This design comes from an exercise in tuning for small area on the open sky130 flow, not from production work.
Only simulation tests tie the RTL to the original design; equivalence was not proved.
Power figures rest on the tool's default switching activity, not on a simulated workload.

===== design/flow/standard.sh =====
#!/bin/bash
# synth_recipe.tcl (not shown) runs the flow's synth.tcl, then flattens the netlist and writes it again
# the make line also repeats each setting of config.mk as NAME=value (left out here)
make -C /OpenROAD-flow-scripts/flow DESIGN_CONFIG=/design/flow/config.mk WORK_HOME=/design/flow/orfs CLKGATE_MAP_FILE= SYNTH_SCRIPT=/design/flow/synth_recipe.tcl "${@:-finish}"

===== design/flow/config.mk =====
export PLATFORM = sky130hd
export DESIGN_NAME = rpn_stack_evaluator
export DESIGN_NICKNAME = rpn_stack_evaluator
export VERILOG_FILES = /design/flow/design.v
export SDC_FILE = /design/flow/constraint.sdc
export NUM_CORES = 4
export LEC_CHECK = 0
export ABC_AREA = 1
export CAP_MARGIN = 20
export CORE_MARGIN = 2
export CORE_UTILIZATION = 60
export CTS_BUF_LIST = sky130_fd_sc_hd__clkbuf_8
export CTS_CLUSTER_DIAMETER = 60
export CTS_CLUSTER_SIZE = 20
export PLACE_DENSITY = 0.7
export SLEW_MARGIN = 20

===== design/flow/flow/run.sh =====
#!/bin/bash
# Own layout flow: the standard flow (standard.sh) with these changes:
#  - synthesis is synth_recipe.tcl unchanged except that its ABC call maps the
#    combinational logic with flow/area.abc (area only, no delay target) instead of
#    ORFS's abc_area.script; flip-flops are mapped before ABC, so registers, their
#    names and cell types are the standard synthesis's;
#  - port buffers use sky130_fd_sc_hd__buf_1 (the default pick is a 10 um2 delay buffer);
#  - clock tree synthesis without dummy loads, with clkbuf_8 leaf clusters.
# make's full output goes to flow_make.log here; ORFS keeps each step's log in orfs/logs/.
set -euo pipefail
here=$(pwd)
{
	head -n 1 synth_recipe.tcl
	cat <<TCL
proc abc {args} {
	set keep {}
	set skip 0
	foreach a \$args {
		if {\$skip} { set skip 0; continue }
		if {\$a eq "-script" || \$a eq "-D" || \$a eq "-constr"} { set skip 1; continue }
		lappend keep \$a
	}
	yosys abc -script $here/flow/area.abc {*}\$keep
}
TCL
	tail -n +2 synth_recipe.tcl
} > own_synth.tcl
export BUFFER_PORTS_ARGS="-buffer_cell sky130_fd_sc_hd__buf_1"
export CTS_ARGS="-sink_clustering_enable -repair_clock_nets -sink_clustering_size 22 -sink_clustering_max_diameter 40 -buf_list sky130_fd_sc_hd__clkbuf_8 -dont_use_dummy_load"
bash standard.sh SYNTH_SCRIPT=$here/own_synth.tcl finish > flow_make.log 2>&1

===== design/flow/design.v =====
module rpn_stack_evaluator #(
	parameter int STACK_DEPTH = 16,
	parameter int NUM_VARS = 32
) (
	input  logic               clk,
	input  logic               arst_n,
	input  logic               in_valid,
	output logic               in_ready,
	input  logic [2:0]         kind,
	input  logic [1:0]         op_code,
	input  logic [4:0]         var_index,
	input  logic signed [31:0] literal,
	output logic               out_valid,
	input  logic               out_ready,
	output logic               print_valid,
	output logic signed [31:0] print_value,
	output logic [2:0]         status
);
	localparam int W   = 4;
	localparam int NB  = 32 / W;
	localparam int LNB = $clog2(NB);
	localparam int PW  = LNB + 5;
	localparam logic [5:0] S_CLR  = 6'd0;
	localparam logic [5:0] S_IDLE = 6'd1;
	localparam logic [5:0] S_PUSH = 6'd2;
	localparam logic [5:0] S_RB1  = 6'd3;
	localparam logic [5:0] S_RB2  = 6'd4;
	localparam logic [5:0] S_RA1  = 6'd5;
	localparam logic [5:0] S_RA2  = 6'd6;
	localparam logic [5:0] S_OB   = 6'd7;
	localparam logic [5:0] S_AS1  = 6'd8;
	localparam logic [5:0] S_AS3  = 6'd9;
	localparam logic [5:0] S_ADD1 = 6'd10;
	localparam logic [5:0] S_ADD2 = 6'd11;
	localparam logic [5:0] S_MB   = 6'd12;
	localparam logic [5:0] S_MA   = 6'd13;
	localparam logic [5:0] S_DS   = 6'd14;
	localparam logic [5:0] S_DA   = 6'd15;
	localparam logic [5:0] S_DB   = 6'd16;
	localparam logic [5:0] S_DT   = 6'd17;
	localparam logic [5:0] S_DC   = 6'd18;
	localparam logic [5:0] S_DQ   = 6'd19;
	localparam logic [5:0] S_DR   = 6'd20;
	localparam logic [5:0] S_DF   = 6'd21;
	localparam logic [5:0] S_DN   = 6'd22;
	localparam logic [5:0] S_ZP   = 6'd23;   
	localparam logic [5:0] S_ZOK     = 6'b011000;
	localparam logic [5:0] S_ZUNDER  = 6'b011001;
	localparam logic [5:0] S_ZOVER   = 6'b011010;
	localparam logic [5:0] S_ZDIV0   = 6'b011011;
	localparam logic [5:0] S_ZNOTVAR = 6'b011100;
	localparam logic [5:0] R_PRINT  = 6'b110000;
	localparam logic [2:0] X_ZERO = 3'd0;
	localparam logic [2:0] X_HEAD = 3'd1;
	localparam logic [2:0] X_SHL  = 3'd2;
	localparam logic [2:0] X_VAR  = 3'd3;
	localparam logic [2:0] X_LIT  = 3'd4;
	localparam logic [1:0] A_HOLD = 2'd0;
	localparam logic [1:0] A_LOAD = 2'd1;   
	localparam logic [1:0] A_ROT  = 2'd2;   
	logic [5:0]  state_q, state_d;
	logic [PW-1:0] ph_q;
	logic [4:0]  cnt_q;
	logic        cnt_inc, cnt_dec;
	logic [31:0] a_q;
	logic [4:0]  idx_q, idx_d;
	logic        f_q, f_d;
	logic        qb_q, qb_d;
	logic        neg_q, neg_d;
	logic        cy_q;
	logic        t_q, tag;
	logic        msb_q;
	logic [16*32-1:0] srng_q;
	logic [15:0]      trng_q;
	logic [32*32-1:0] vrng_q;
	logic [W-1:0]     shead;
	logic             thead;
	logic [W-1:0]     vhead;
	logic [7:0]       sh8;
	logic [4:0]       idx_cap;
	logic             ix_el;
	logic [31:0]      litw;
	logic [LNB-1:0] dig_i;
	logic        b0, last;
	logic [2:0]  xsel;
	logic        sbit;
	logic        first;
	logic        yen;
	logic        sub;
	logic [W-1:0] xv, yv, litb;
	logic        shin;
	logic [W:0]  add;
	logic        sum32;
	logic [1:0]  amode;
	logic        s_we;
	logic        s_tag;
	logic        v_we;
	logic [1:0]  s_off;
	logic [3:0]  s_slot;
	logic        win, win_v, t_at;
	logic        is_div;
	logic        fin;
	assign shead = srng_q[W-1:0];
	assign thead = trng_q[0];
	assign vhead = vrng_q[W-1:0];
	assign dig_i = ph_q[LNB-1:0];
	assign b0     = (dig_i == '0);
	assign last   = (dig_i == LNB'(NB - 1));
	always_comb begin
		case (state_q)
			S_PUSH:                                    s_off = 2'd0;
			S_RB1, S_OB, S_ADD1, S_MB, S_DB, S_DR:     s_off = 2'd1;
			default:                                   s_off = 2'd2;
		endcase
	end
	assign s_slot = cnt_q[3:0] - {2'd0, s_off};
	assign win    = (ph_q[LNB+3:LNB] == s_slot);
	assign win_v  = (ph_q[LNB+4:LNB] == idx_q);
	assign t_at   = (ph_q[LNB-1:0] == ph_q[LNB+3:4]);
	assign tag    = t_at ? thead : t_q;
	assign is_div = (op_code == 2'd3);
	assign first  = (idx_q == 5'd0);
	assign litw = {literal[31:5], kind[0] ? literal[4:0] : var_index};
	assign litb = litw[dig_i*W +: W];
	assign sh8 = 8'(shead);
	always_comb begin
		if (W >= 5) begin
			ix_el   = b0;
			idx_cap = sh8[4:0];
		end else begin
			ix_el   = (dig_i == '0) || (dig_i == LNB'(1));
			idx_cap = b0 ? {idx_q[4], sh8[3:0]} : {sh8[0], idx_q[3:0]};
		end
	end
	assign shin = b0 ? sbit : msb_q;
	always_comb begin
		case (xsel)
			X_HEAD:  xv = shead;
			X_SHL:   xv = {shead[W-2:0], shin};
			X_VAR:   xv = vhead;
			X_LIT:   xv = litb;
			default: xv = {{(W-1){1'b0}}, b0 & sbit};
		endcase
	end
	assign yv    = yen ? a_q[W-1:0] : '0;
	assign add   = {1'b0, xv} + {1'b0, sub ? ~yv : yv} + {{W{1'b0}}, b0 ? sub : cy_q};
	assign sum32 = ((xsel == X_SHL) & shead[W-1]) ^ sub ^ add[W];
	always_comb begin
		state_d = state_q;
		cnt_inc = 1'b0;
		cnt_dec = 1'b0;
		idx_d   = idx_q;
		f_d     = f_q;
		qb_d    = qb_q;
		neg_d   = neg_q;
		xsel    = X_ZERO;
		sbit    = 1'b0;
		yen     = 1'b0;
		sub     = 1'b0;
		amode   = A_HOLD;
		s_we    = 1'b0;
		s_tag   = 1'b0;
		v_we    = 1'b0;
		fin     = 1'b0;
		case (state_q)
			S_CLR: begin
				v_we = 1'b1;
				if (ph_q == '1) begin
					state_d = S_IDLE;
				end
			end
			S_IDLE: begin
				if (in_valid && last) begin
					case (kind)
						3'd2, 3'd3: state_d = cnt_q[4] ? S_ZOVER : S_PUSH;
						3'd4:       state_d = (cnt_q == 5'd0) ? S_ZUNDER : S_RB1;
						3'd0:       state_d = (cnt_q[4:1] == 4'd0) ? S_ZUNDER : S_RB1;
						3'd1:       state_d = (cnt_q[4:1] == 4'd0) ? S_ZUNDER : S_RB1;
						default:    state_d = S_ZOK;
					endcase
				end
			end
			S_PUSH: begin
				xsel  = X_LIT;
				s_tag = !kind[0];
				if (win) begin
					s_we = 1'b1;
					if (last) begin
						cnt_inc = 1'b1;
						state_d = S_ZOK;
					end
				end
			end
			S_RB1, S_RB2: begin
				xsel = (state_q == S_RB1) ? X_HEAD : X_VAR;
				if ((state_q == S_RB1) ? win : win_v) begin
					amode = A_LOAD;
					if (state_q == S_RB1 && ix_el) begin
						idx_d = idx_cap;
					end
					if (last) begin
						if (state_q == S_RB1 && tag) begin
							state_d = S_RB2;
						end else if (kind == 3'd4) begin
							cnt_dec = 1'b1;
							state_d = S_ZP;
						end else if (kind == 3'd0) begin
							state_d = S_AS1;
						end else begin
							state_d = S_OB;
						end
					end
				end
			end
			S_OB: begin
				yen = 1'b1;
				if (is_div && a_q == 32'd0) begin
					if (last) begin
						state_d = S_ZDIV0;
					end
				end else if (win) begin
					s_we  = 1'b1;
					amode = A_ROT;
					if (last) begin
						state_d = S_RA1;
					end
				end
			end
			S_RA1, S_RA2: begin
				xsel = (state_q == S_RA1) ? X_HEAD : X_VAR;
				if ((state_q == S_RA1) ? win : win_v) begin
					amode = A_LOAD;
					if (state_q == S_RA1 && ix_el) begin
						idx_d = idx_cap;
					end
					if (last) begin
						if (state_q == S_RA1 && tag) begin
							state_d = S_RA2;
						end else begin
							idx_d = 5'd0;
							case (op_code)
								2'd0, 2'd1: state_d = S_ADD1;
								2'd2:       state_d = S_MB;
								default:    state_d = S_DS;
							endcase
						end
					end
				end
			end
			S_AS1: begin
				if (win) begin
					if (ix_el) begin
						idx_d = idx_cap;
					end
					if (last) begin
						cnt_dec = tag;
						state_d = tag ? S_AS3 : S_ZNOTVAR;
					end
				end
			end
			S_AS3: begin
				yen = 1'b1;
				if (win_v) begin
					v_we  = 1'b1;
					amode = A_ROT;
					if (last) begin
						cnt_dec = 1'b1;
						state_d = S_ZOK;
					end
				end
			end
			S_ADD1: begin
				xsel = X_HEAD;
				yen  = 1'b1;
				sub  = op_code[0];
				if (win) begin
					amode = A_LOAD;
					if (last) begin
						state_d = S_ADD2;
					end
				end
			end
			S_ADD2: begin
				yen = 1'b1;
				sub = op_code[0];
				if (win) begin
					s_we  = 1'b1;
					amode = A_ROT;
					if (last) begin
						cnt_dec = 1'b1;
						state_d = S_ZOK;
					end
				end
			end
			S_MB: begin
				xsel = X_SHL;
				if (win) begin
					s_we = 1'b1;
					if (last) begin
						f_d     = shead[W-1];
						state_d = S_MA;
					end
				end
			end
			S_MA: begin
				xsel = first ? X_ZERO : X_SHL;
				yen  = f_q;
				if (win) begin
					s_we  = 1'b1;
					amode = A_ROT;
					if (last) begin
						idx_d   = idx_q + 5'd1;
						cnt_dec = (idx_q == 5'd31);
						state_d = (idx_q == 5'd31) ? S_ZOK : S_MB;
					end
				end
			end
			S_DS: begin
				if (last) begin
					neg_d   = a_q[31];
					state_d = S_DA;
				end
			end
			S_DA: begin
				yen = 1'b1;
				sub = neg_q;
				if (win) begin
					s_we  = 1'b1;
					amode = A_ROT;
					if (last) begin
						state_d = S_DB;
					end
				end
			end
			S_DB: begin
				xsel = X_HEAD;
				if (win) begin
					amode = A_LOAD;
					if (last) begin
						state_d = S_DT;
					end
				end
			end
			S_DT: begin
				if (last) begin
					f_d     = a_q[31];
					neg_d   = neg_q ^ a_q[31];
					state_d = S_DC;
				end
			end
			S_DC: begin
				yen   = 1'b1;
				sub   = f_q;
				amode = A_LOAD;
				if (last) begin
					state_d = S_DQ;
				end
			end
			S_DQ: begin
				xsel = X_SHL;
				sbit = qb_q;
				if (win) begin
					s_we = 1'b1;
					if (last) begin
						f_d     = shead[W-1];
						state_d = S_DR;
					end
				end
			end
			S_DR: begin
				xsel = first ? X_ZERO : X_SHL;
				sbit = f_q;
				yen  = 1'b1;
				sub  = first | qb_q;
				if (win) begin
					s_we  = 1'b1;
					amode = A_ROT;
					if (last) begin
						qb_d    = !sum32;
						idx_d   = idx_q + 5'd1;
						state_d = (idx_q == 5'd31) ? S_DF : S_DQ;
					end
				end
			end
			S_DF: begin
				xsel = X_SHL;
				sbit = qb_q;
				if (win) begin
					s_we  = 1'b1;
					amode = A_LOAD;
					if (last) begin
						cnt_dec = !neg_q;
						state_d = neg_q ? S_DN : S_ZOK;
					end
				end
			end
			S_DN: begin
				yen = 1'b1;
				sub = 1'b1;
				if (win) begin
					s_we  = 1'b1;
					amode = A_ROT;
					if (last) begin
						cnt_dec = 1'b1;
						state_d = S_ZOK;
					end
				end
			end
			S_ZP: begin
				fin     = 1'b1;
				state_d = R_PRINT;
			end
			S_ZOK, S_ZUNDER, S_ZOVER, S_ZDIV0, S_ZNOTVAR: begin
				amode = A_LOAD;   
				if (last) begin
					fin     = 1'b1;
					state_d = {3'b100, state_q[2:0]};
				end
			end
			default: begin
				if (out_ready) begin
					state_d = S_IDLE;
				end
			end
		endcase
		if (fin && !in_valid) begin
			state_d = state_q;
		end
	end
	always_ff @(posedge clk or negedge arst_n) begin
		if (!arst_n) begin
			state_q <= S_CLR;
			ph_q    <= '0;
			cnt_q   <= 5'd0;
		end else begin
			state_q <= state_d;
			ph_q    <= ph_q + 1'b1;
			if (cnt_inc) begin
				cnt_q <= cnt_q + 5'd1;
			end else if (cnt_dec) begin
				cnt_q <= cnt_q - 5'd1;
			end
		end
	end
	always_ff @(posedge clk) begin
		case (amode)
			A_LOAD: a_q <= {add[W-1:0], a_q[31:W]};
			A_ROT:  a_q <= {a_q[W-1:0], a_q[31:W]};
			default: ;
		endcase
		idx_q  <= idx_d;
		f_q    <= f_d;
		qb_q   <= qb_d;
		neg_q  <= neg_d;
		cy_q   <= add[W];
		msb_q  <= shead[W-1];
		srng_q <= {s_we ? add[W-1:0] : shead, srng_q[16*32-1:W]};
		t_q    <= tag;
		trng_q <= {(s_we && t_at) ? s_tag : thead, trng_q[15:1]};
		vrng_q <= {v_we ? add[W-1:0] : vhead, vrng_q[32*32-1:W]};
	end
	assign in_ready    = fin;
	assign out_valid   = state_q[5];
	assign print_valid = state_q[4];
	assign status      = state_q[2:0];
	assign print_value = a_q;
endmodule

===== design/flow/constraint.sdc =====
create_clock -name core_clock -period 12.0 [get_ports {clk}]
set_input_delay 2.4000 -clock core_clock [delete_from_list [all_inputs] [get_ports {clk}]]
set_output_delay 2.4000 -clock core_clock [all_outputs]
set_load 0.01 [all_outputs]

===== design/flow/flow/area.abc =====
strash
&get -n
&fraig -x
&put
dc2
strash
&get -n
&dch -f
&nf -R 1000
&put

==> impl_metrics.json, run 1 <==
{
  "critPathCapture": "in_ready",
  "cts_post_setup_buffers_inserted": 0,
  "clkPwrFrac_pct": 29.8,
  "boundaryPins": 84,
  "layout-drive-gt1-share_pct": 5.94,
  "die_w_um": 247,
  "critical_path.max_fanout": 12,
  "placedCellCount": 2896,
  "initial_core_util_pct": 60.4,
  "cts_tree": "built",
  "skew_ps": 131,
  "crit_type": "flop to output pin",
  "grt_pass1_wl_mm": 77.0,
  "grt_max_degree": 33,
  "drt_iter0_drc": 785,
  "grt_setup_unrepaired": "false",
  "setup_viol": 0,
  "antenna_found_initial": 0,
  "path_clk_slew_ps": 120,
  "fmax_ghz": 0.184,
  "layout.nets": 2308,
  "syn_nets": 2101,
  "r2r_start": "state_q[2]",
  "critPathLaunchType": "flop",
  "hold_viol": 0,
  "cts_made_buffers": 116,
  "antennaDiodeCount": 0,
  "dr.pass1.iters": 5,
  "seqPwrFrac_pct": 70.0,
  "antenna_left": 0,
  "dr_total_vias": 13800,
  "min_period_ps": 5440,
  "fin_cells": 3012,
  "hp-class": "flop to flop",
  "relSlewSlack_pct": 33.6,
  "startpoint": "ph_q[0]",
  "synthCells": 2034,
  "fp.dieH_um": 247,
  "finalCritPeriodShare_pct": 45.3,
  "area_delta_synth_final_pct": 8.22,
  "netSwitchingPower_uw": 1430,
  "rrSetupSlack_ps": 6690,
  "die_area_um2": 61200,
  "async_reset_ff_share_pct": 1.18,
  "postCtsHoldBufs": 0,
  "outcome": "finished clean",
  "yosysUniqueCellTypes": 47,
  "reg2reg_depth": 18,
  "setup_tns_ps": 0,
  "power_density_nw_per_um2": 200,
  "clk_path_buf_depth": 3,
  "gp_congestion": 0.873,
  "irDropWorstVdd_uv": 149,
  "required_ps": 9600,
  "synth_top_area_share_pct": 87.6,
  "switching_share_pct": 18.6,
  "rows": 89,
  "insertion_delay_ps": 740,
  "synth_ff_type": "dfxtp_1",
  "h-tree-depth": 3,
  "worstHoldStart": "srng_q[145]",
  "grt_overflow_total": 0,
  "synth-edff-count": 40,
  "dp_hpwl_mm": 29.9,
  "grt_pass1_vias": 14100,
  "synthTopCellsByArea": "dfxtp_1 88%, edfxtp_1 3.4%, dfrtp_1 1.3%, nand2_1 0.74%, xnor2_1 0.62%",
  "cts_resized": 0,
  "power.internal_uw": 6240,
  "routed_wl_mm": 48.8,
  "syn-cell-area_um2": 35500,
  "leakage_uw": 0.0152,
  "drv_cap": 0,
  "drv_slew": 0,
  "io_buffers": 83,
  "avgSynthCellArea_um2": 17.5,
  "via_per_inst": 4.58,
  "drcViolationCount": 0,
  "yosysTopAreaCell": "dfxtp_1",
  "worstMarginPinSlew_ps": 989,
  "wire_per_inst_um": 16.2,
  "cts_root_buf": "clkbuf_8",
  "timing.rr.end": "state_q[0]",
  "arrival_ps": 3040,
  "yosysSeqAreaShare_pct": 92.4,
  "core-area_um2": 58800,
  "endpoint_kind": "output pin",
  "total_power_uw": 7670,
  "cts_sinks": 1614,
  "p_comb_share_pct": 0.2,
  "fillers": 3955,
  "yosys_warnings": 1,
  "synth-seq-cells": 1614,
  "grt_usage_pct": 16.3
}
-- sequential cells by signal, indices dropped and copies added (netlist names) --
| register | cells |
|---|---|
| a_q | 32 |
| msb_q | 1 |
| neg_q | 1 |
| cy_q | 1 |
| srng_q | 512 |
| vrng_q | 1024 |
| idx_q | 5 |
| cnt_q | 5 |
| f_q | 1 |
| ph_q | 8 |
| t_q | 1 |
| trng_q | 16 |
| state_q | 6 |
| qb_q | 1 |
-- worst min path at each step --
stage | end | slack [ps] | depth (start not counted)
6_report | srng_q[141] | 190 | 0
5_1_grt | srng_q[141] | 170 | 0
4_1_cts | srng_q[141] | 170 | 0
3_5_place_dp | srng_q[304] | 310 | 0
3_3_place_gp | srng_q[229] | 310 | 0
2_1_floorplan | srng_q[0] | 310 | 0
-- layout by cell type, fill, tap and decap left out, types with 5 or more instances in the layout --
| master | instances |
|---|---|
| buf_4 | 9 |
| xor2_1 | 7 |
| nand2b_1 | 10 |
| nor4_1 | 13 |
| nor2_1 | 52 |
| a21o_1 | 5 |
| mux2_1 | 16 |
| nor3_1 | 21 |
| nand3_1 | 18 |
| ha_1 | 17 |
| dfrtp_1 | 19 |
| nand2_1 | 70 |
| nand4_1 | 14 |
| clkbuf_8 | 116 |
| clkinv_1 | 19 |
| a21oi_1 | 20 |
| dfxtp_1 | 1555 |
| buf_1 | 83 |
| xnor2_1 | 25 |
| edfxtp_1 | 40 |
| and2_0 | 6 |
| o21ai_0 | 30 |
| mux4_2 | 8 |
| nor2b_1 | 6 |
-- logic make-up after synthesis --
logic type	synth area share (%)
AOI/OAI and AO/OA	1.64
xor gates and xnor gates	0.789
adders and majority gates	0.824
buffers and inverters	0.264
DFF	92.4
muxes	1.07
and+or+nand+nor	3.05
-- metal layers --
layer | share of wire (%) | global-route usage (%)
met1 | 50 | 23.7
met2 | 42 | 23.6
met3 | 5.1 | 4.40
met4 | 2.9 | 6.16
met5 | 0 | 0
-- final cells by class --
cell class                 instances  area [um2]  share of cell area [%]
timing repair buffer              92         379                   0.986
tap                              773         967                    2.52
multi-input combinational        398        2620                    6.82
clock buffer                     116        1600                    4.15
sequential                      1614       32800                    85.3
inverter                          19        71.3                   0.186
-- critical path: stages, from the launching register on --
cell	delay, ps
dfrtp_1	720
ha_1	270
ha_1	460
clkinv_1	290
o22ai_1	410
buf_1	220
-- Yosys cell counts, types with 5 or more instances --
library cell,instances
a21o_1,5
a21oi_1,20
and2_0,6
clkinv_1,19
dfrtp_1,19
dfxtp_1,1555
edfxtp_1,40
ha_1,17
mux2_1,16
mux4_2,8
nand2_1,70
nand2b_1,10
nand3_1,18
nand4_1,14
nor2_1,52
nor2b_1,6
nor3_1,21
nor4_1,13
o21ai_0,30
xnor2_1,25
xor2_1,7
-- power by group through the flow --
| stage | clock network (uW) | logic, uW | registers, uW |
|---|---|---|---|
| floorplan | 0 | 4.84 | 5500 |
| global placement | 0 | 14.6 | 5500 |
| detailed placement | 0 | 14.8 | 5500 |
| CTS | 2370 | 14.8 | 5370 |
| global route | 2560 | 16.2 | 5370 |
| finish | 2280 | 14.8 | 5370 |
-- through the flow --
step	cell area [um2]	hold WS, ps	worst slack (ps)	util [%]
6_report	38400	187	6560	65.4
4_1_cts	38400	174	6520	65.4
5_1_grt	38400	171	6190	65.4
2_1_floorplan	35500	310	6840	-
3_5_place_dp	36800	312	6210	62.7
3_3_place_gp	36800	311	6280	62.7
==> inputs of run 2 (changes only) <==
--- a/design/flow/flow/run.sh
+++ b/design/flow/flow/run.sh
@@ -27,4 +27,4 @@
 } > own_synth.tcl
 export BUFFER_PORTS_ARGS="-buffer_cell sky130_fd_sc_hd__buf_1"
-export CTS_ARGS="-sink_clustering_enable -repair_clock_nets -sink_clustering_size 22 -sink_clustering_max_diameter 40 -buf_list sky130_fd_sc_hd__clkbuf_8 -dont_use_dummy_load"
+export CTS_ARGS="-sink_clustering_enable -repair_clock_nets -sink_clustering_size 20 -sink_clustering_max_diameter 80 -buf_list sky130_fd_sc_hd__clkbuf_8 -dont_use_dummy_load"
 bash standard.sh SYNTH_SCRIPT=$here/own_synth.tcl finish > flow_make.log 2>&1
==> run 2 against run 1 <==
First-iteration DRC count down 6.2%. Synthesized cell count unchanged. Global-route usage about the same. Critical endpoint unchanged. Critical path type unchanged. Sequential power about the same. Maximum frequency down 0.23%. Cell area down 0.89%. Via count down 1.1%. Cell count down 0.80%. Clock skew down 17 ps.
==> impl_metrics.json, run 2 <==
{
  "finalCritPeriodShare_pct": 45.5,
  "grt_setup_unrepaired": "false",
  "synth_common_cells": "1555 x dfxtp_1, 70 x nand2_1, 52 x nor2_1",
  "drv_slew": 0,
  "outcome": "finished clean",
  "yosysTopAreaCell": "dfxtp_1",
  "synth_ff_type": "dfxtp_1",
  "h-tree-depth": 3,
  "path_clk_slew_ps": 110,
  "hp-class": "flop to flop",
  "via_per_inst": 4.57,
  "irDropWorstVdd_uv": 160,
  "antenna_left": 0,
  "postCtsHoldBufs": 0,
  "rows": 89,
  "arrival_ps": 3050,
  "regMostFlops": "vrng_q",
  "reg.largest.list": "vrng_q: 1024 flops, srng_q: 512 flops, a_q: 32 flops",
  "fp.dieH_um": 247,
  "synthCells": 2034,
  "synth-edff-count": 40,
  "wire_per_inst_um": 16.3,
  "endpoint_kind": "output pin",
  "routed_wl_mm": 48.8,
  "leakage_uw": 0.0150,
  "drcViolationCount": 0,
  "fin_area_um2": 38100,
  "setup_viol": 0,
  "power_density_nw_per_um2": 196,
  "dr.pass1.iters": 5,
  "syn-cell-area_um2": 35500,
  "hold_viol": 0,
  "synth.most_common_cell": "dfxtp_1",
  "avgSynthCellArea_um2": 17.5,
  "critPathLaunchType": "flop",
  "cts_sinks": 1614,
  "worstMarginPinSlew_ps": 980,
  "dr_total_vias": 13700,
  "area_delta_synth_final_pct": 7.26,
  "relSlewSlack_pct": 34.0,
  "grt_usage_pct": 16.3,
  "fmax_ghz": 0.183,
  "grt_max_degree": 33,
  "die_w_um": 247,
  "cts_tree": "built",
  "yosys_warnings": 1,
  "fillers": 4024,
  "grt_pass1_wl_mm": 76.5,
  "place_area_um2": 36800,
  "setup_tns_ps": 0,
  "grt_pass1_vias": 13800,
  "drv_cap": 0,
  "clk_path_buf_depth": 3,
  "synthTopCellsByArea": "dfxtp_1 88%, edfxtp_1 3.4%, dfrtp_1 1.3%, nand2_1 0.74%, xnor2_1 0.62%",
  "drt_iter0_drc": 736,
  "layout_common_cells": "1555 x dfxtp_1, 91 x clkbuf_8, 83 x buf_1",
  "cts_root_buf": "clkbuf_8",
  "syn_nets": 2101,
  "layout.nets": 2283,
  "largest_register_ffs": 1024,
  "gp_congestion": 0.873,
  "boundaryPins": 84,
  "synth-seq-cells": 1614,
  "grt_overflow_total": 0,
  "yosysUniqueCellTypes": 47,
  "die_area_um2": 61200,
  "io_buffers": 83,
  "insertion_delay_ps": 710,
  "final_common_cell": "dfxtp_1",
  "crit_type": "flop to output pin",
  "required_ps": 9600,
  "min_period_ps": 5450,
  "async_reset_ff_share_pct": 1.18,
  "initial_core_util_pct": 60.4,
  "layout-drive-gt1-share_pct": 4.88,
  "critical_path.max_fanout": 12,
  "skew_ps": 113,
  "cts_resized": 0,
  "synth_top_area_share_pct": 87.6,
  "cts_post_setup_buffers_inserted": 0,
  "yosysSeqAreaShare_pct": 92.4,
  "antenna_found_initial": 0,
  "dp_hpwl_mm": 29.9,
  "cts_made_buffers": 91,
  "core-area_um2": 58800
}
run 2: cell types whose count changed in the layout (fill, tap and decap cells not counted):
| cell | delta |
|---|---|
| diode_2 | +1 |
| clkbuf_8 | -25 |
run 2: path summary, 6_finish.rpt:
check / slack, ps / endpoint / start / cells past startpoint
worst min-delay path: 210 / vrng_q[7] / vrng_q[11] / 0
worst max register to register: 6670 / state_q[1] / state_q[1] / 16
worst min register to register: 210 / vrng_q[7] / vrng_q[11] / 0
worst max-delay path: 6550 / in_ready / ph_q[0] / 5
max in group asynchronous: 9980 / state_q[2] / arst_n / 2
min in group asynchronous: 1700 / state_q[1] / arst_n / 2
run 2: worst max-delay path, stage by stage, from the launching register on:
cell      delay (ps)
dfrtp_1          740
ha_1             270
ha_1             470
clkinv_1         270
o22ai_1          420
buf_1            220
run 2: layout make-up:
cell class / count / area (um2) / share of cell area [%]
Clock buffer: 91 / 1250 / 3.29
Multi-Input combinational cell: 398 / 2620 / 6.88
Tap cell: 773 / 967 / 2.54
Sequential cell: 1614 / 32800 / 86.1
Timing Repair Buffer: 92 / 379 / 0.995
Antenna cell: 1 / 2.50 / 0.00657
Inverter: 19 / 71.3 / 0.187
run 2: where the power goes:
group	switching [uW]	total (uW)	internal, uW
combinational	7.49	14.8	7.31
clock	1390	2070	686
sequential	0.0266	5370	5370
run 2: per-layer routing:
metal  GRT usage, %  part of all wire, %  wire length [um]
met2           23.6                   42             20500
met4           6.08                  3.1              1520
met5              0                    0                 0
met1           23.8                   50             24400
met3           4.08                  4.8              2360
run 2: cells by family (layout without fill, tap and decap cells):
| group | after synthesis | count (layout) | share of synthesized area (%) |
|---|---|---|---|
| compound gates | 92 | 92 | 1.64 |
| xor+xnor | 32 | 32 | 0.789 |
| fa+ha+maj | 21 | 21 | 0.824 |
| buf+inv | 22 | 202 | 0.264 |
| flops | 1614 | 1614 | 92.4 |
| mux | 26 | 26 | 1.07 |
| other cells | 0 | 1 | 0 |
| simple gates | 227 | 227 | 3.05 |
run 2: through the flow:
stage          hold WS (ps)  setup WS, ps  total power [uW]  util (%)  instances
2_1_floorplan           310          6840              5500         -       2034
3_3_place_gp            311          6280              5510      62.7       2896
3_5_place_dp            312          6210              5510      62.7       2896
4_1_cts                 202          6520              7550      64.8       2987
5_1_grt                 213          6220              7730      64.8       2987
6_report                212          6550              7460      64.8       2988
==> inputs of run 3 (changes only) <==
--- a/design/flow/flow/run.sh
+++ b/design/flow/flow/run.sh
@@ -27,4 +27,4 @@
 } > own_synth.tcl
 export BUFFER_PORTS_ARGS="-buffer_cell sky130_fd_sc_hd__buf_1"
-export CTS_ARGS="-sink_clustering_enable -repair_clock_nets -sink_clustering_size 20 -sink_clustering_max_diameter 80 -buf_list sky130_fd_sc_hd__clkbuf_8 -dont_use_dummy_load"
+export CTS_ARGS="-sink_clustering_enable -repair_clock_nets -sink_clustering_size 20 -sink_clustering_max_diameter 60 -buf_list sky130_fd_sc_hd__clkbuf_8 -dont_use_dummy_load"
 bash standard.sh SYNTH_SCRIPT=$here/own_synth.tcl finish > flow_make.log 2>&1
==> run 3 against run 2 <==
Utilization hardly changed. First-iteration DRC count is 1.2% higher. Die area stayed put. Non-clock buffer count stayed put. Critical endpoint unchanged. Largest power group unchanged. Highest routed layer unchanged.
==> impl_metrics.json, run 3 <==
{
  "outcome": "finished clean",
  "leakage_uw": 0.0150,
  "synth_top_area_share_pct": 87.6,
  "synthTopCellsByArea": "dfxtp_1 88%, edfxtp_1 3.4%, dfrtp_1 1.3%, nand2_1 0.74%, xnor2_1 0.62%",
  "synth-edff-count": 40,
  "avgSynthCellArea_um2": 17.5,
  "finalCritPeriodShare_pct": 45.1,
  "relSlewSlack_pct": 35.6,
  "irDropWorstVdd_uv": 192,
  "skew_ps": 117,
  "setup_viol": 0,
  "setup_tns_ps": 0,
  "critPathLaunchType": "flop",
  "postCtsHoldBufs": 0,
  "path_cells": "ha_1 > ha_1 > clkinv_1 > o22ai_1 > buf_1",
  "insertion_delay_ps": 720,
  "startpoint": "ph_q[0]",
  "cts_made_buffers": 93,
  "total_power_uw": 7470,
  "cts_sinks": 1614,
  "synth_common_cells": "1555 x dfxtp_1, 70 x nand2_1, 52 x nor2_1",
  "cts_root_buf": "clkbuf_8",
  "crit_type": "flop to output pin",
  "async_reset_ff_share_pct": 1.18,
  "worstHoldStart": "vrng_q[11]",
  "regMostFlops": "vrng_q",
  "dr.pass1.iters": 5,
  "r2r_start": "state_q[1]",
  "synth_ff_type": "dfxtp_1",
  "placedCellCount": 2896,
  "dp_hpwl_mm": 29.9,
  "grt_usage_pct": 16.2,
  "grt_max_degree": 33,
  "setup_slack_ps": 6590,
  "required_ps": 9600,
  "drv_slew": 0,
  "die_w_um": 247,
  "syn_nets": 2101,
  "clk_path_buf_depth": 3,
  "grt_pass1_vias": 13800,
  "synth.most_common_cell": "dfxtp_1",
  "cp_slowest_cell": "dfrtp_1",
  "layout_common_cells": "1555 x dfxtp_1, 93 x clkbuf_8, 83 x buf_1",
  "preCtsSetupSlack_ps": 6210,
  "rows": 89,
  "grt_overflow_total": 0,
  "boundaryPins": 84,
  "drt_iter0_drc": 745,
  "die_area_um2": 61200,
  "largest_register_ffs": 1024,
  "io_buffers": 83,
  "yosysUniqueCellTypes": 47,
  "core-area_um2": 58800,
  "hold_ws_ps": 207,
  "drv_cap": 0,
  "cpMostUsedCell": "ha_1",
  "min_period_ps": 5410,
  "routed_wl_mm": 48.5,
  "cts_post_setup_buffers_inserted": 0,
  "antenna_left": 0,
  "area_delta_synth_final_pct": 7.33,
  "grt_pass1_wl_mm": 76.3,
  "final_common_cell": "dfxtp_1",
  "hp-class": "flop to flop",
  "yosysTopAreaCell": "dfxtp_1",
  "fp.dieH_um": 247,
  "dr_total_vias": 13600,
  "worstMarginPinSlew_ps": 958,
  "grt_setup_unrepaired": "false",
  "fillers": 4003,
  "fin_cells": 2989,
  "fmax_ghz": 0.185,
  "endpoint_kind": "output pin",
  "cpPeakStageDelay_ps": 730,
  "wire_per_inst_um": 16.2,
  "cts_resized": 0,
  "antenna_found_initial": 0,
  "syn-cell-area_um2": 35500,
  "hold_viol": 0,
  "yosys_warnings": 1,
  "path_clk_slew_ps": 110,
  "layout-drive-gt1-share_pct": 4.96,
  "initial_core_util_pct": 60.4,
  "power_density_nw_per_um2": 196,
  "synthCells": 2034,
  "reg.largest.list": "vrng_q: 1024 flops, srng_q: 512 flops, a_q: 32 flops",
  "via_per_inst": 4.56,
  "h-tree-depth": 3,
  "cts_tree": "built",
  "critical_path.max_fanout": 12,
  "synth-seq-cells": 1614,
  "gp_congestion": 0.873,
  "drcViolationCount": 0,
  "antennaDiodeCount": 0,
  "layout.nets": 2285,
  "yosysSeqAreaShare_pct": 92.4,
  "arrival_ps": 3010
}
[run 3: cell counts after synthesis]
Identical to the previous run, type by type.
[run 3: cells by family after synthesis]
logic type	count (synthesis)	share of synthesized area, %
flip-flops	1614	92.4
AND/OR/NAND/NOR	227	3.05
AO/OA/AOI/OAI	92	1.64
XOR/XNOR	32	0.789
multiplexers	26	1.07
buffers and inverters	22	0.264
adder cells (fa/ha/maj)	21	0.824
[run 3: per-layer routing]
metal / up-vias / global-route usage, % / part of all wire (%) / wire (um)
met5: - / 0 / 0 / 0
met2: 246 / 23.3 / 42 / 20400
li1: 6829 / - / - / -
met3: 107 / 4.07 / 4.6 / 2240
met1: 6460 / 23.8 / 50 / 24500
met4: 0 / 6.01 / 2.8 / 1360
[run 3: report_power, final]
part | total [uW] | leakage [uW] | internal [uW] | switching, uW
sequential | 5370 | 0.0130 | 5370 | 0.0266
clock | 2090 | 0.000669 | 700 | 1390
combinational | 14.8 | 0.00132 | 7.31 | 7.52
total | 7470 | 0.0150 | 6080 | 1400
[run 3: final timing paths]
kind | to | slack, ps | depth (start not counted)
max | in_ready | 6590 | 5
min | vrng_q[7] | 210 | 0
max reg2reg | state_q[0] | 6660 | 17
min reg2reg | vrng_q[7] | 210 | 0
max in group asynchronous | cnt_q[3] | 9970 | 2
min in group asynchronous | state_q[1] | 1700 | 2
[run 3: area by class of cell]
type	count	area (um2)	share of cell area (%)
multi-input cells	398	2620	6.87
clock buffers	93	1280	3.36
flip-flops and latches	1614	32800	86.1
inverters	19	71.3	0.187
repair buffers	92	379	0.994
well taps	773	967	2.54
[run 3: stage by stage]
stage	utilization, %	cell area (um2)
floorplan	-	35500
global placement	62.7	36800
detailed placement	62.7	36800
CTS	64.8	38100
global route	64.8	38100
finish	64.8	38100
[run 3: critical path: cells and delay by family (launching register included)]
kind	cells	cell delay, ps
buffers and inverters	2	500
DFF	1	730
AOI/OAI and AO/OA	1	410
adders and majority gates	2	720
==> inputs of run 4 (changes only) <==
--- a/design/flow/flow/run.sh
+++ b/design/flow/flow/run.sh
@@ -27,4 +27,4 @@
 } > own_synth.tcl
 export BUFFER_PORTS_ARGS="-buffer_cell sky130_fd_sc_hd__buf_1"
-export CTS_ARGS="-sink_clustering_enable -repair_clock_nets -sink_clustering_size 20 -sink_clustering_max_diameter 60 -buf_list sky130_fd_sc_hd__clkbuf_8 -dont_use_dummy_load"
+export CTS_ARGS="-sink_clustering_enable -repair_clock_nets -sink_clustering_size 21 -sink_clustering_max_diameter 60 -buf_list sky130_fd_sc_hd__clkbuf_8 -dont_use_dummy_load"
 bash standard.sh SYNTH_SCRIPT=$here/own_synth.tcl finish > flow_make.log 2>&1
==> run 4 against run 3 <==
Maximum frequency down 0.71%. Sequential power about the same. Setup slack worse by 39 ps. Cell count down 0.13%. Synthesized cell count unchanged. Area after synthesis unchanged. Still clean. Largest cell class unchanged.
==> impl_metrics.json, run 4 <==
{
  "startpoint": "ph_q[0]",
  "die_w_um": 247,
  "antenna_found_initial": 0,
  "cpPeakStageDelay_ps": 740,
  "reg.largest.list": "vrng_q: 1024 flops, srng_q: 512 flops, a_q: 32 flops",
  "dr_total_vias": 13600,
  "fp.dieH_um": 247,
  "boundaryPins": 84,
  "cts_sinks": 1614,
  "layout-drive-gt1-share_pct": 4.79,
  "async_reset_ff_share_pct": 1.18,
  "grt_pass1_wl_mm": 76.0,
  "drv_slew": 0,
  "drt_iter0_drc": 795,
  "drv_cap": 0,
  "gp_congestion": 0.873,
  "io_buffers": 83,
  "rows": 89,
  "fin_area_um2": 38100,
  "synth_top_area_share_pct": 87.6,
  "power_density_nw_per_um2": 195,
  "outcome": "finished clean",
  "layout.nets": 2281,
  "leakage_uw": 0.0150,
  "synth.most_common_cell": "dfxtp_1",
  "min_delay_path_depth": 0,
  "worst_path_dominant_cell_family": "flip-flops",
  "yosys_warnings": 1,
  "setup_tns_ps": 0,
  "critPathLaunchType": "flop",
  "insertion_delay_ps": 710,
  "yosysUniqueCellTypes": 47,
  "syn-cell-area_um2": 35500,
  "dp_hpwl_mm": 29.9,
  "fmax_ghz": 0.184,
  "routed_wl_mm": 48.3,
  "regArea_um2": 32800,
  "multi_input_area_um2": 2620,
  "synthCells": 2034,
  "path_clk_slew_ps": 110,
  "finalCritPeriodShare_pct": 45.4,
  "cts_made_buffers": 89,
  "place_area_um2": 36800,
  "critical_path.max_fanout": 12,
  "endpoint_kind": "output pin",
  "synth-seq-cells": 1614,
  "drcViolationCount": 0,
  "h-tree-depth": 3,
  "synthTopCellsByArea": "dfxtp_1 88%, edfxtp_1 3.4%, dfrtp_1 1.3%, nand2_1 0.74%, xnor2_1 0.62%",
  "yosysTopAreaCell": "dfxtp_1",
  "yosysSeqAreaShare_pct": 92.4,
  "required_ps": 9600,
  "regMostFlops": "vrng_q",
  "hp-class": "flop to flop",
  "arrival_ps": 3050,
  "largest_register_ffs": 1024,
  "min_to": "srng_q[141]",
  "r2r_start": "state_q[2]",
  "layout_common_cells": "1555 x dfxtp_1, 89 x clkbuf_8, 83 x buf_1",
  "final_common_cell": "dfxtp_1",
  "dr.pass1.iters": 5,
  "setup_viol": 0,
  "cts_post_setup_buffers_inserted": 0,
  "syn_nets": 2101,
  "initial_core_util_pct": 60.4,
  "grt_overflow_total": 0,
  "grt_max_degree": 33,
  "wire_per_inst_um": 16.2,
  "area_delta_synth_final_pct": 7.18,
  "synth-edff-count": 40,
  "irDropWorstVdd_uv": 143,
  "via_per_inst": 4.55,
  "crit_type": "flop to output pin",
  "synth_common_cells": "1555 x dfxtp_1, 70 x nand2_1, 52 x nor2_1",
  "path_cells": "ha_1 > ha_1 > clkinv_1 > o22ai_1 > buf_1",
  "timing.rr.end": "state_q[1]",
  "die_area_um2": 61200,
  "min_period_ps": 5450,
  "core-area_um2": 58800,
  "worstHoldStart": "srng_q[145]",
  "relSlewSlack_pct": 34.6,
  "synth_ff_type": "dfxtp_1",
  "reg2reg_depth": 17,
  "crit_buf_inv": 2,
  "skew_ps": 136,
  "postCtsHoldBufs": 0,
  "grt_pass1_vias": 13700,
  "rrSetupSlack_ps": 6650,
  "antenna_left": 0,
  "cpMostUsedCell": "ha_1",
  "cts_resized": 0,
  "cts_tree": "built",
  "cts_root_buf": "clkbuf_8",
  "avgSynthCellArea_um2": 17.5,
  "grt_setup_unrepaired": "false",
  "grt_usage_pct": 16.2,
  "fillers": 4011,
  "cp_slowest_cell": "dfrtp_1",
  "worstMarginPinSlew_ps": 973,
  "hold_viol": 0,
  "antennaDiodeCount": 0,
  "clk_path_buf_depth": 3
}
-- run 4: final cells by class --
type	count	area share (%)
Tap cell	773	2.54
Sequential cell	1614	86.2
Timing Repair Buffer	92	0.996
Inverter	19	0.187
Clock buffer	89	3.22
Multi-Input combinational cell	398	6.88
-- run 4: how the worst max path moves through the flow --
stage / endpoint / slack, ps / cells past startpoint
CTS: in_ready / 6520 / 5
global route: state_q[5] / 6220 / 18
global placement: srng_q[508] / 6280 / 10
finish: in_ready / 6550 / 5
floorplan: qb_q / 6840 / 13
detailed placement: qb_q / 6210 / 15
-- run 4: metrics by stage --
step           utilization, %  hold WS (ps)  total power (uW)  std cells  setup slack (ps)
2_1_floorplan               -           310              5500       2034              6840
3_3_place_gp             62.7           311              5510       2896              6280
3_5_place_dp             62.7           312              5510       2896              6210
4_1_cts                  64.7           236              7520       2985              6520
5_1_grt                  64.7           238              7710       2985              6220
6_report                 64.7           247              7440       2985              6550
-- run 4: logic make-up (layout without fill, tap and decap cells) --
family / count (synthesis) / in the layout / synth area share (%)
AND/OR/NAND/NOR: 227 / 227 / 3.05
XOR/XNOR: 32 / 32 / 0.789
AO/OA/AOI/OAI: 92 / 92 / 1.64
adder cells (fa/ha/maj): 21 / 21 / 0.824
flip-flops: 1614 / 1614 / 92.4
buffers and inverters: 22 / 200 / 0.264
multiplexers: 26 / 26 / 1.07
-- run 4: metal layers --
metal	GRT usage [%]	vias to the layer above	share of wire, %
met3	3.97	113	4.3
met5	0	-	0
met1	23.8	6416	51
li1	-	6824	-
met2	23.3	222	42
met4	6.13	0	3.3
-- run 4: power breakdown --
group,switching [uW],leakage (uW),internal [uW]
clock network,1380,0.000640,672
registers,0.0264,0.0130,5370
logic,7.48,0.00132,7.31
-- run 4: worst register-to-register path, stage by stage (launching register included) --
cell,delay (ps)
dfrtp_1,550
nor2_1,560
nand2_1,230
nor3_1,420
nor2_1,130
nand4_1,150
nand2b_1,150
clkinv_1,110
fa_1,410
xnor2_1,210
xnor2_1,90
nor4_1,320
buf_4,250
nor2_1,90
a2111oi_0,450
nand4b_1,220
nor3_1,560
mux2_1,370
==> inputs of run 5 (changes only) <==
==> design/flow/config.mk (replaced) <==
export PLATFORM = sky130hd
export DESIGN_NAME = rpn_stack_evaluator
export DESIGN_NICKNAME = rpn_stack_evaluator
export VERILOG_FILES = /design/flow/design.v
export SDC_FILE = /design/flow/constraint.sdc
export NUM_CORES = 4
export LEC_CHECK = 0
export ABC_AREA = 1
export CAP_MARGIN = 0
export CORE_MARGIN = 2
export CORE_UTILIZATION = 60
export PLACE_DENSITY = 0.7
export SLEW_MARGIN = 0
==> run 5 against run 4 <==
Still clean. Total power unchanged. Sequential share of layout area unchanged. Flip-flop and latch count unchanged. Clock power is essentially flat. Synthesized cell count is the same. Wire length did not move. Critical endpoint unchanged. Highest routed layer unchanged.
==> impl_metrics.json, run 5 <==
{
  "outcome": "finished clean",
  "drv_cap": 0,
  "core-area_um2": 58800,
  "layout_common_cells": "1555 x dfxtp_1, 89 x clkbuf_8, 83 x buf_1",
  "use_met1_pct": 23.8,
  "endpoint_kind": "output pin",
  "gp_congestion": 0.873,
  "crit_buf_inv": 2,
  "cts_made_buffers": 89,
  "antenna_left": 0,
  "grt.busiest_layer": "met1",
  "hold_viol": 0,
  "cp_slowest_cell": "dfrtp_1",
  "rows": 89,
  "grt_max_degree": 33,
  "grt_pass1_wl_mm": 76.0,
  "irDropWorstVdd_uv": 143,
  "netSwitchingPower_uw": 1390,
  "yosysTopAreaCell": "dfxtp_1",
  "grt_use_met2_pct": 23.3,
  "area_delta_synth_final_pct": 7.18,
  "die_w_um": 247,
  "cts_sinks": 1614,
  "arrival_ps": 3050,
  "h-tree-depth": 3,
  "worstMarginPinSlew_ps": 973,
  "grt_setup_unrepaired": "false",
  "die_area_um2": 61200,
  "path_cells": "ha_1 > ha_1 > clkinv_1 > o22ai_1 > buf_1",
  "async_reset_ff_share_pct": 1.18,
  "path_clk_slew_ps": 110,
  "leakage_uw": 0.0150,
  "yosysSeqAreaShare_pct": 92.4,
  "layout-drive-gt1-share_pct": 4.79,
  "clk_path_buf_depth": 3,
  "setup_tns_ps": 0,
  "worst_path_dominant_cell_family": "flip-flops",
  "power.internal_uw": 6050,
  "grt_pass1_vias": 13700,
  "critical_path.max_fanout": 12,
  "cts_tree": "built",
  "postCtsHoldBufs": 0,
  "place_area_um2": 36800,
  "finalCritPeriodShare_pct": 45.4,
  "fp.dieH_um": 247,
  "synth_top_area_share_pct": 87.6,
  "boundaryPins": 84,
  "multi_input_area_um2": 2620,
  "cts_post_setup_buffers_inserted": 0,
  "skew_ps": 136,
  "crit_type": "flop to output pin",
  "setup_viol": 0,
  "cts_resized": 0,
  "total_power_uw": 7440,
  "synth.most_common_cell": "dfxtp_1",
  "routed_wl_mm": 48.3,
  "seqPwrFrac_pct": 72.2,
  "layout.nets": 2281,
  "dr.pass1.iters": 5,
  "via_per_inst": 4.55,
  "antennaDiodeCount": 0,
  "yosysUniqueCellTypes": 47,
  "critPathLaunchType": "flop",
  "avgSynthCellArea_um2": 17.5,
  "largest_register_ffs": 1024,
  "min_period_ps": 5450,
  "final_common_cell": "dfxtp_1",
  "required_ps": 9600,
  "cpMostUsedCell": "ha_1",
  "fillers": 4011,
  "preCtsSetupSlack_ps": 6210,
  "io_buffers": 83,
  "drcViolationCount": 0,
  "hp-class": "flop to flop",
  "cpPeakStageDelay_ps": 740,
  "grt_usage_pct": 16.2,
  "antenna_found_initial": 0,
  "met3_usage_pct": 3.97,
  "grt_overflow_total": 0,
  "synth-edff-count": 40,
  "drt_iter0_drc": 795,
  "power_density_nw_per_um2": 195,
  "synth-seq-cells": 1614,
  "fin_area_um2": 38100,
  "reg.largest.list": "vrng_q: 1024 flops, srng_q: 512 flops, a_q: 32 flops",
  "regMostFlops": "vrng_q",
  "synth_common_cells": "1555 x dfxtp_1, 70 x nand2_1, 52 x nor2_1",
  "dr_total_vias": 13600,
  "syn_nets": 2101,
  "dp_hpwl_mm": 29.9,
  "cts_root_buf": "clkbuf_8",
  "fmax_ghz": 0.184,
  "switching_share_pct": 18.7,
  "wire_per_inst_um": 16.2,
  "synthTopCellsByArea": "dfxtp_1 88%, edfxtp_1 3.4%, dfrtp_1 1.3%, nand2_1 0.74%, xnor2_1 0.62%",
  "drv_slew": 0,
  "initial_core_util_pct": 60.4,
  "synthCells": 2034,
  "clkPwrFrac_pct": 27.6,
  "setup_slack_ps": 6550,
  "synth_ff_type": "dfxtp_1",
  "relSlewSlack_pct": 34.6,
  "syn-cell-area_um2": 35500,
  "p_comb_share_pct": 0.2,
  "insertion_delay_ps": 710,
  "yosys_warnings": 1,
  "regArea_um2": 32800,
  "fin_util_pct": 64.7
}
run 5: metal layers:
layer  up-vias  share of wire (%)
met3       113                4.3
met1      6416                 51
li1       6824                  -
met2       222                 42
met5         -                  0
met4         0                3.3
run 5: cell families (layout without fill, tap and decap cells):
logic type / Yosys count / after routing / share of synthesized area [%]
muxes: 26 / 26 / 1.07
xor gates and xnor gates: 32 / 32 / 0.789
DFF: 1614 / 1614 / 92.4
buffers and inverters: 22 / 200 / 0.264
and+or+nand+nor: 227 / 227 / 3.05
AOI/OAI and AO/OA: 92 / 92 / 1.64
adders and majority gates: 21 / 21 / 0.824
run 5: area by class of cell:
cell class              count  area share [%]
flip-flops and latches   1614            86.2
multi-input cells         398            6.88
clock buffers              89            3.22
well taps                 773            2.54
repair buffers             92           0.996
inverters                  19           0.187
run 5: power by group through the flow:
| stage | clock, uW | combinational (uW) | sequential (uW) |
|---|---|---|---|
| floorplan | 0 | 4.84 | 5500 |
| global placement | 0 | 14.6 | 5500 |
| detailed placement | 0 | 14.8 | 5500 |
| CTS | 2130 | 14.8 | 5370 |
| global route | 2310 | 16.2 | 5380 |
| finish | 2050 | 14.8 | 5370 |
run 5: final timing paths:
check                             from     endpoint  cells after the start  slack (ps)
min in group asynchronous       arst_n   state_q[1]                      2        1720
max in group asynchronous       arst_n     cnt_q[3]                      2        9940
setup / recovery               ph_q[0]     in_ready                      5        6550
hold reg to reg            srng_q[145]  srng_q[141]                      0         250
hold / removal             srng_q[145]  srng_q[141]                      0         250
setup reg to reg            state_q[2]   state_q[1]                     17        6650
run 5: per-stage QoR:
stage	cells	hold WS (ps)
finish	2985	247
detailed placement	2896	312
global placement	2896	311
global route	2985	238
CTS	2985	236
floorplan	2034	310
==> inputs of run 6 (changes only) <==
--- a/design/flow/design.v
+++ b/design/flow/design.v
@@ -35,8 +35,6 @@
 	localparam logic [5:0] S_MB   = 6'd12;
 	localparam logic [5:0] S_MA   = 6'd13;
-	localparam logic [5:0] S_DS   = 6'd14;
 	localparam logic [5:0] S_DA   = 6'd15;
 	localparam logic [5:0] S_DB   = 6'd16;
-	localparam logic [5:0] S_DT   = 6'd17;
 	localparam logic [5:0] S_DC   = 6'd18;
 	localparam logic [5:0] S_DQ   = 6'd19;
@@ -235,4 +233,5 @@
 					end
 					if (last) begin
+						neg_d = add[W-1];
 						if (state_q == S_RA1 && tag) begin
 							state_d = S_RA2;
@@ -242,5 +241,5 @@
 								2'd0, 2'd1: state_d = S_ADD1;
 								2'd2:       state_d = S_MB;
-								default:    state_d = S_DS;
+								default:    state_d = S_DA;
 							endcase
 						end
@@ -316,10 +315,4 @@
 				end
 			end
-			S_DS: begin
-				if (last) begin
-					neg_d   = a_q[31];
-					state_d = S_DA;
-				end
-			end
 			S_DA: begin
 				yen = 1'b1;
@@ -338,15 +331,10 @@
 					amode = A_LOAD;
 					if (last) begin
-						state_d = S_DT;
+						f_d     = add[W-1];
+						neg_d   = neg_q ^ add[W-1];
+						state_d = S_DC;
 					end
 				end
 			end
-			S_DT: begin
-				if (last) begin
-					f_d     = a_q[31];
-					neg_d   = neg_q ^ a_q[31];
-					state_d = S_DC;
-				end
-			end
 			S_DC: begin
 				yen   = 1'b1;
--- a/design/flow/config.mk
+++ b/design/flow/config.mk
@@ -7,7 +7,10 @@
 export LEC_CHECK = 0
 export ABC_AREA = 1
-export CAP_MARGIN = 0
+export CAP_MARGIN = 20
 export CORE_MARGIN = 2
 export CORE_UTILIZATION = 60
+export CTS_BUF_LIST = sky130_fd_sc_hd__clkbuf_8
+export CTS_CLUSTER_DIAMETER = 60
+export CTS_CLUSTER_SIZE = 20
 export PLACE_DENSITY = 0.7
-export SLEW_MARGIN = 0
+export SLEW_MARGIN = 20
==> run 6 against run 5 <==
Still clean on timing, DRC and antenna. Register-to-register slack worse by 430 ps. Wire length is 2.9% higher. Flip-flop and latch count is the same. Hold slack better by 17 ps. Sequential power barely moved. Critical path depth rose by 13. Maximum frequency decreased by 5.8%. Total power increased by 0.34%. Via count rose by 1.7%. Sequential share of layout area is 0.074 points lower. Critical path type is now flop to flop. Critical endpoint is now state_q[5]. Highest routed layer unchanged.
==> impl_metrics.json, run 6 <==
{
  "largest_register_ffs": 1024,
  "synthCells": 2046,
  "irDropWorstVdd_uv": 168,
  "leakage_uw": 0.0150,
  "regArea_um2": 32800,
  "yosysUniqueCellTypes": 52,
  "postCtsHoldBufs": 0,
  "die_w_um": 247,
  "dr_total_vias": 13800,
  "fp.dieH_um": 247,
  "core-area_um2": 58700,
  "async_reset_ff_share_pct": 1.18,
  "outcome": "finished clean",
  "yosysTopAreaCell": "dfxtp_1",
  "yosys_warnings": 1,
  "synth_common_cells": "1555 x dfxtp_1, 63 x nand2_1, 63 x nor2_1",
  "via_per_inst": 4.60,
  "area_delta_synth_final_pct": 7.41,
  "grt_usage_pct": 16.9,
  "yosysSeqAreaShare_pct": 92.5,
  "boundaryPins": 84,
  "cts_post_setup_buffers_inserted": 0,
  "io_buffers": 83,
  "routed_wl_mm": 49.8,
  "finalCritPeriodShare_pct": 48.2,
  "syn_nets": 2111,
  "h-tree-depth": 3,
  "worstMarginPinSlew_ps": 1030,
  "wire_per_inst_um": 16.6,
  "gp_congestion": 0.905,
  "reg.largest.list": "vrng_q: 1024 flops, srng_q: 512 flops, a_q: 32 flops",
  "required_ps": 12480,
  "critical_path.max_fanout": 11,
  "initial_core_util_pct": 60.4,
  "fillers": 3899,
  "skew_ps": 83.4,
  "dr.pass1.iters": 5,
  "fin_util_pct": 64.9,
  "setup_tns_ps": 0,
  "layout.nets": 2297,
  "placedCellCount": 2912,
  "synth.most_common_cell": "dfxtp_1",
  "dp_hpwl_mm": 29.9,
  "synth-edff-count": 40,
  "grt_setup_unrepaired": "false",
  "power_density_nw_per_um2": 196,
  "grt.busiest_layer": "met2",
  "hp-class": "flop to flop",
  "antenna_found_initial": 0,
  "cts_tree": "built",
  "layout-drive-gt1-share_pct": 4.80,
  "drv_cap": 0,
  "synth_ff_type": "dfxtp_1",
  "min_period_ps": 5780,
  "arrival_ps": 6260,
  "met3_usage_pct": 2.80,
  "die_area_um2": 61100,
  "preCtsSetupSlack_ps": 6070,
  "clk_path_buf_depth": 3,
  "multi_input_area_um2": 2590,
  "startpoint": "state_q[4]",
  "cts_sinks": 1614,
  "setup_slack_ps": 6220,
  "syn-cell-area_um2": 35500,
  "path_clk_slew_ps": 110,
  "fin_cells": 3003,
  "setup_viol": 0,
  "grt_overflow_total": 0,
  "synth_top_area_share_pct": 87.8,
  "layout_common_cells": "1555 x dfxtp_1, 91 x clkbuf_8, 82 x buf_1",
  "worstHoldStart": "srng_q[19]",
  "cts_made_buffers": 91,
  "regMostFlops": "vrng_q",
  "hold_viol": 0,
  "insertion_delay_ps": 690,
  "grt_pass1_vias": 14300,
  "antenna_left": 0,
  "r2r_start": "state_q[4]",
  "rows": 89,
  "synthTopCellsByArea": "dfxtp_1 88%, edfxtp_1 3.4%, dfrtp_1 1.3%, nand2_1 0.67%, nor2_1 0.67%",
  "cts_root_buf": "clkbuf_8",
  "fmax_ghz": 0.173,
  "avgSynthCellArea_um2": 17.3,
  "grt_pass1_wl_mm": 79.5,
  "cts_resized": 0,
  "drcViolationCount": 0,
  "relSlewSlack_pct": 30.3,
  "fin_area_um2": 38100,
  "critPathLaunchType": "flop",
  "endpoint_kind": "flop",
  "grt_use_met2_pct": 25.7,
  "drt_iter0_drc": 582,
  "grt_max_degree": 25,
  "use_met1_pct": 24.4,
  "synth-seq-cells": 1614,
  "final_common_cell": "dfxtp_1",
  "place_area_um2": 36800,
  "antennaDiodeCount": 0,
  "crit_type": "flop to flop",
  "drv_slew": 0
}
## run 6: cell count changes in the layout (fill, tap and decap cells not counted), moves of 7 or more
cell | before | now
nor2_1 | 52 | 63
o21ai_0 | 30 | 40
nand2b_1 | 10 | 1
mux2_1 | 16 | 8
nand2_1 | 70 | 63
nor4_1 | 13 | 20
## run 6: critical path, stage by stage (launching register included)
cell and delay, ps:
dfrtp_1 410, nor2b_1 300, nand2_1 190, or2_0 300, nor2_1 460, nor2_1 150, nand3_1 170, or2_0 190
clkinv_1 110, fa_1 410, xnor2_1 150, xnor2_1 140, nor4_1 360, buf_4 250, o21ai_0 150, a22o_1 230
or3_1 400, nor4_1 880, mux2_1 400
## run 6: worst paths after layout
path / endpoint / slack (ps) / cells after the start
max in group asynchronous: state_q[1] / 9890 / 1
hold reg to reg: srng_q[15] / 260 / 0
setup / recovery: state_q[5] / 6220 / 18
hold / removal: srng_q[15] / 260 / 0
setup reg to reg: state_q[5] / 6220 / 18
min in group asynchronous: ph_q[4] / 1700 / 1
## run 6: metal layers
metal	vias to the layer above	wire (um)
met1	6570	24600
met3	101	1670
met2	235	21900
met5	-	0
li1	6905	-
met4	0	1570
## run 6: area by class of cell
class                      instances  area share (%)
timing repair buffer              96            1.13
clock buffer                      91            3.29
tap                              773            2.54
multi-input combinational        414            6.79
sequential                      1614            86.1
inverter                          15           0.148
## run 6: report_power, final
group / internal (uW) / switching, uW
clock network: 686 / 1390
registers: 5370 / 0
logic: 6.04 / 7.23
total: 6070 / 1400
## run 6: cells by family (layout without fill, tap and decap cells)
kind of cell	Yosys count	in the layout	share of synthesized area (%)
compound gates	120	120	2.15
xor+xnor	32	32	0.790
fa+ha+maj	19	19	0.755
buf+inv	18	202	0.222
flops	1614	1614	92.5
mux	18	18	0.607
simple gates	225	225	3.00
## run 6: through the flow
step | total power [uW] | hold WS [ps]
6_report | 7470 | 264
5_1_grt | 7730 | 271
4_1_cts | 7560 | 268
3_5_place_dp | 5510 | 312
3_3_place_gp | 5510 | 310
2_1_floorplan | 5500 | 310

port drivers added, routing unchanged:
Ports are ideal in the flow. The routed layouts listed here were re-timed in OpenROAD. Step 1 sets driving cells, clkbuf_16 on the clock port and buf_2 on the other inputs (assumed; they add their load-dependent delay and slew). Step 2 adds t to the input delays and takes it off the output delays; t is the mean of the earliest and latest rising clock arrival at the registers after step 1. Input paths then give back, and output paths get back, about the clock's delay inside the block. Slacks: no drivers / after step 1 / after step 2; pairs: no drivers / after step 1.
run | t (ns) | setup WS [ns] | clock arrival spread, ns
run 1 | 0.733 | 6.558 / 6.505 / 6.185 | 0.132 / 0.132
run 2 | 0.717 | 6.546 / 6.492 / 6.207 | 0.130 / 0.130
run 3 | 0.717 | 6.593 / 6.538 / 6.223 | 0.123 / 0.123
run 4 | 0.700 | 6.554 / 6.500 / 6.187 | 0.138 / 0.137
run 5 | 0.700 | 6.554 / 6.500 / 6.187 | 0.138 / 0.137
run 6 | 0.716 | 6.220 / 6.220 / 6.044 | 0.113 / 0.113
After both steps every run listed still meets setup and hold. For run 1, which loses most, drivers alone change the setup slack by -0.053 ns; drivers and shift together by -0.373 ns.
